This design comes from an exercise in tuning for small area on the open sky130 flow, not from production work. In this exercise RTL edits were held to simulation tests only and were not proved equivalent to the original. Power figures rest on the tool's default switching activity, not on a simulated workload.

== run 1 ==
## cpu_reg_bank
module cpu_reg_bank
#(
    parameter int unsigned NUM_CH    = 4,
    parameter int unsigned DATA_W    = 32,
    parameter int unsigned ADDR_W    = 9,
    parameter int unsigned CH_BASE   = 20,
    parameter int unsigned CH_STRIDE = 16,
    parameter int unsigned PULSE_LEN = 4
) (
    input  logic                   clk,
    input  logic                   pRST,
    input  logic                   cpu_wr_n,
    input  logic                   cpu_rd_n,
    input  logic [ADDR_W-1:0]      cpu_addr,
    input  logic [DATA_W/8-1:0]    cpu_be,
    input  logic [DATA_W-1:0]      cpu_wdata,
    output logic [DATA_W-1:0]      cpu_rdata,
    output logic                   cpu_rvalid,
    output logic [NUM_CH-1:0]      ch_enable,
    output logic [NUM_CH-1:0]      ch_start,
    output logic [NUM_CH-1:0]      ch_stop,
    output logic [NUM_CH-1:0]      ch_clrfifo,
    output logic [16*NUM_CH-1:0]   ch_framelen,
    output logic [16*NUM_CH-1:0]   ch_blanklen,
    output logic [32*NUM_CH-1:0]   ch_totalnum,
    output logic [32*NUM_CH-1:0]   ch_cutnum,
    output logic [NUM_CH-1:0]      ch_commit,
    output logic                   error
);
    logic wr_n_q, rd_n_q;
  ...
Size: about 2,100 cells after synthesis, about 830 flip-flops.
export LEC_CHECK = 0
export CAP_MARGIN = 20
export CORE_MARGIN = 2
export CORE_UTILIZATION = 65
export CTS_BUF_LIST = sky130_fd_sc_hd__clkbuf_8
export CTS_CLUSTER_DIAMETER = 50
export CTS_CLUSTER_SIZE = 14
export SLEW_MARGIN = 20
export SYNTH_HIERARCHICAL = 1
export SYNTH_MINIMUM_KEEP_SIZE = 0
create_clock -name core_clock -period 5.0 [get_ports {clk}]
run.sh (not shown) runs the stock make flow with config.mk's settings and CLKGATE_MAP_FILE= SYNTH_SCRIPT=/design/flow/synth_recipe.tcl, a recipe that flattens the netlist after the stock synthesis.
Run 1: PASS, flow complete, no timing, DRC or antenna violations
Setup changes, run 1 to run 2
Settings: CTS_CLUSTER_DIAMETER removed (was 50); CTS_CLUSTER_SIZE removed (was 14); CTS_BUF_LIST removed (was sky130_fd_sc_hd__clkbuf_8).
==> flow/flow/run.sh (new file) <==
#!/bin/bash
# The standard layout, with two changes made through ORFS's own knobs:
#  - the port buffers that global placement inserts are buf_1 cells
#    (every input and output port still gets its own buffer);
#  - clock tree synthesis uses small clock buffers and no dummy loads.
set -euo pipefail
export BUFFER_PORTS_ARGS="-buffer_cell sky130_fd_sc_hd__buf_1"
export CTS_ARGS="-sink_clustering_enable -repair_clock_nets -dont_use_dummy_load -sink_clustering_size 16 -sink_clustering_max_diameter 45 -buf_list {sky130_fd_sc_hd__clkbuf_8}"
bash standard.sh > standard.log 2>&1
==> flow/standard.sh (new file) <==
#!/bin/bash
# synth_recipe.tcl (not shown) runs the flow's synth.tcl, then flattens the netlist and writes it again
# the make line also repeats each setting of config.mk as NAME=value (left out here)
make -C /OpenROAD-flow-scripts/flow DESIGN_CONFIG=/design/flow/config.mk WORK_HOME=/design/flow/orfs CLKGATE_MAP_FILE= SYNTH_SCRIPT=/design/flow/synth_recipe.tcl "${@:-finish}"
removed: flow/run.sh
--- outcome ---
- Compared with run 1, run 2 shows a share of total power in the clock network that is 1.6 points lower.
- Relative to run 1, the total routed wirelength of run 2 is lower by 2.8%.
- Diff run 1 and run 2: summed area of non-filler cells in the final layout higher in run 1
- Relative to run 1, setup slack has gone up in run 2.
diff inputs: run 2 => run 3
Settings: CORE_UTILIZATION: 65 -> 75.
diff --git a/flow/flow/run.sh b/flow/flow/run.sh
--- a/flow/flow/run.sh
+++ b/flow/flow/run.sh
@@ -8 +8 @@
-export CTS_ARGS="-sink_clustering_enable -repair_clock_nets -dont_use_dummy_load -sink_clustering_size 16 -sink_clustering_max_diameter 45 -buf_list {sky130_fd_sc_hd__clkbuf_8}"
+export CTS_ARGS="-sink_clustering_enable -repair_clock_nets -dont_use_dummy_load -sink_clustering_size 14 -sink_clustering_max_diameter 50 -buf_list {sky130_fd_sc_hd__clkbuf_8}"
### Flow results
Run 3 vs run 2: inserted tap cell count down in run 3
Of the two candidates, run 2 has the better final period demand of the worst path and run 3 the worse one.
In the floorplan summary, run 3 is listed with a die area less than that of run 2.
Clock buffer instance count of the final layout: run 3 and run 2 compared, lower one is run 3
Compared with run 2, run 3 is the less power-hungry design.
Max via-per-instance ratio across run 3 and run 2: run 3
Global-route wire length before repair, run 3 vs run 2: up by a few percent
Compared with run 2, in run 3 simple-gate share of the synthesized area has remained practically unchanged, number of ports placed on the die boundary held.
diff inputs: run 3 => run 4
Settings: a change of CORE_UTILIZATION from 75 to 65.
Findings:
- The post-route cell area was comparable across run 4 and run 3.
- In run 4 the maximum frequency turned out 6.4 MHz higher than in run 3.
- Total iterations of the first detailed-routing run (higher): run 3
- Worst hold slack: run 4 lower than run 3
- The share of the final layout cell area in sequential cells was comparable across run 4 and run 3.

[separate check: timing with driven ports]
How much do the figures lean on ideal ports? The routed layouts below were timed once more, with nothing changed but the port constraints. Step 1 assumes that a clkbuf_16 drives the clock port and a buf_2 every other input. Step 2, shift: input delay + t, output delay - t, t = (earliest + latest rising clock arrival at the registers) / 2. This alone moves slack from input paths to output paths. Three values: ideal ports, drivers, drivers and shift; two values: the first two.
| run | shift t [ns] | slack for setup (ns) | hold slack, ns |
|---|---|---|---|
| run 1 | 0.708 | 0.225 / 0.165 / 0.711 | 0.431 / 0.431 / 0.431 |
| run 2 | 0.690 | 0.490 / 0.433 / 1.075 | 0.425 / 0.389 / 0.436 |
| run 3 | 0.684 | 0.369 / 0.315 / 1.000 | 0.454 / 0.454 / 0.454 |
| run 4 | 0.699 | 0.502 / 0.445 / 1.131 | 0.433 / 0.396 / 0.445 |
After both steps every run listed still meets setup and hold.
